This design comes from an exercise in tuning for small area, a short achievable clock period and few clock cycles on the open sky130 flow, not from production work.
In this exercise RTL edits were held to simulation tests only and were not proved equivalent to the original.
Power is estimated from default activity; no workload was simulated.

==> flow/design.v (excerpt) <==
module pagerank_top (
	input wire clk,
	input wire rst,
	output logic [63:0] m_araddr,
	output logic [2:0] m_arprot,
	output logic m_arvalid,
	input wire m_arready,
	input wire [63:0] m_rdata,
	input wire [1:0] m_rresp,
	input wire m_rvalid,
	output logic m_rready,
	output logic [63:0] m_awaddr,
	output logic [2:0] m_awprot,
	output logic m_awvalid,
	input wire m_awready,
	output logic [63:0] m_wdata,
	output logic [7:0] m_wstrb,
	output logic m_wvalid,
	input wire m_wready,
	input wire [1:0] m_bresp,
	input wire m_bvalid,
	output logic m_bready,
	input wire softreg_req_valid,
	input wire softreg_req_is_write,
	input wire [31:0] softreg_req_addr,
	input wire [63:0] softreg_req_data,
	output logic softreg_resp_valid,
	output logic [63:0] softreg_resp_data
);
	logic vert_valid;
	logic vert_ready;
	logic [10-1:0] vert_in_deg;
	logic [31:0] vert_out_deg;
	logic score_valid;
	logic score_ready;
	logic [63:0] score_data;
	logic res_valid;
	logic res_take;
	logic [63:0] res_data;
	logic rnd_start;
	logic rnd_last;
	logic [7-1:0] wr_acked;
	logic vert_first;
	logic [31:0] rnd_n_vertices;
	logic [31:0] rnd_n_edges;
	logic [63:0] rnd_vert_base;
	logic [63:0] rnd_edge_base;
	logic [63:0] rnd_rd_base;
	logic [63:0] rnd_wr_base;
	logic rnd_round_done;
	pr_control u_control (
		.clk(clk),
		.rst(rst),
		.softreg_req_valid(softreg_req_valid),
		.softreg_req_is_write(softreg_req_is_write),
		.softreg_req_addr(softreg_req_addr),
		.softreg_req_data(softreg_req_data),
		.softreg_resp_valid(softreg_resp_valid),
  ...
Size in the first run: about 7200 cells after synthesis, ~1500 flip-flops, about 450 I/O pins, roughly 79000 sq um of cells after synthesis.
Settings: LEC_CHECK=0, CAP_MARGIN=20, CORE_MARGIN=2, CORE_UTILIZATION=40, PLACE_DENSITY=0.6, SETUP_SLACK_MARGIN=3.0, SLEW_MARGIN=20; clock period 7.0 ns.
run.sh (not shown) runs the stock make flow with config.mk's settings and CLKGATE_MAP_FILE= SYNTH_SCRIPT=/design/flow/synth_recipe.tcl, a recipe that flattens the netlist after the stock synthesis.
Testbench counts at the start, summed over its fixed seeds: cycles 20,343.
==> next run, changes <==
Settings changed: SETUP_SLACK_MARGIN 3.0 to 2.5.
The changed run finished clean.
Final area shrinks by 1.5%.
Area after synthesis is unchanged.
Register-to-register slack loses 390 ps.
Total power shrinks by about 3%.
Routed wire length shrinks by about 2%.
Via count shrinks by about 1%.
Utilization shrinks by 0.72 points.
Cell count shrinks by 0.67%.
Synthesized cell count is unchanged.
Sequential share of layout area grows by 0.65 points.

========
Setup of indigo:
Starting RTL as in the previous note.
Settings: LEC_CHECK=0, CAP_MARGIN=20, CORE_MARGIN=2, CORE_UTILIZATION=40, PLACE_DENSITY=0.6, SETUP_SLACK_MARGIN=2.0, SLEW_MARGIN=20; clock period 7.0 ns.
Testbench counts of indigo, summed over its fixed seeds: cycles 20,343.
Relative to indigo, the following input files were edited for sierra:
-- flow/config.mk --
<<< indigo, line 12
export SETUP_SLACK_MARGIN = 2.0
>>> sierra, line 12
Findings:
The core of sierra is less densely filled than that of indigo. indigo → sierra: multiplexer fraction of the synthesized cell area neither gained nor lost much, time the worst path needs with I/O delays and setup went up, part of the power in the clock network decreased by 0.5 points relative to the old numbers. The area of all placed cells without fillers of sierra is lower than that of indigo. The fraction of standard cell area in multi-input logic was comparable across sierra and indigo. Summary of sierra over indigo: die boundary height did not really move; clock tree cell share of total cell area shrank by 0.20 points; power lost 1.1%; routed wire length lost 0.60%.
--- input diff sierra..willow ---
-- flow/config.mk --
<<< sierra, line 12
>>> willow, line 12
export SETUP_SLACK_MARGIN = 3.5
Findings:
- willow: global-route wire length before repair is about 3% higher than what sierra reported.
- Going from sierra to willow, fmax went up by 52 MHz; non-filler instance count after layout went up by 229.
- Compared with sierra, willow shows a higher design area.

-- afterwards: timing with drivers on the ports --
Ports are ideal in the flow. The routed layouts listed here were re-timed in OpenROAD. Step 1 assumes that a clkbuf_16 drives the clock port and a buf_2 every other input. Step 2 times the ports against the registers' clock, not the clock port: input delays grow and output delays shrink by t, the midpoint of the rising clock arrivals with the driver on. Three values: ideal ports, drivers, drivers and shift; two values: the first two.
run	t (ns)	setup WS [ns]	hold WS [ns]	clock arrival spread, ns	worst data-port slew with drivers (ns)
the first run of note 1	0.893	2.856 / 2.856 / 2.195	0.449 / 0.449 / 0.449	0.040 / 0.040	0.22
the second run of note 1	0.905	2.462 / 2.462 / 1.825	0.451 / 0.451 / 0.451	0.043 / 0.043	0.21
indigo	0.881	2.200 / 2.229 / 1.382	0.445 / 0.445 / 0.445	0.083 / 0.083	0.18
sierra	0.893	1.485 / 1.485 / 1.485	0.451 / 0.451 / 0.451	0.047 / 0.047	0.24
willow	0.894	2.714 / 2.714 / 2.714	0.449 / 0.449 / 0.449	0.040 / 0.040	0.21
After both steps every run listed still meets setup and hold. For indigo, which loses most, drivers alone change the setup slack by +0.029 ns; drivers and shift together by -0.818 ns.
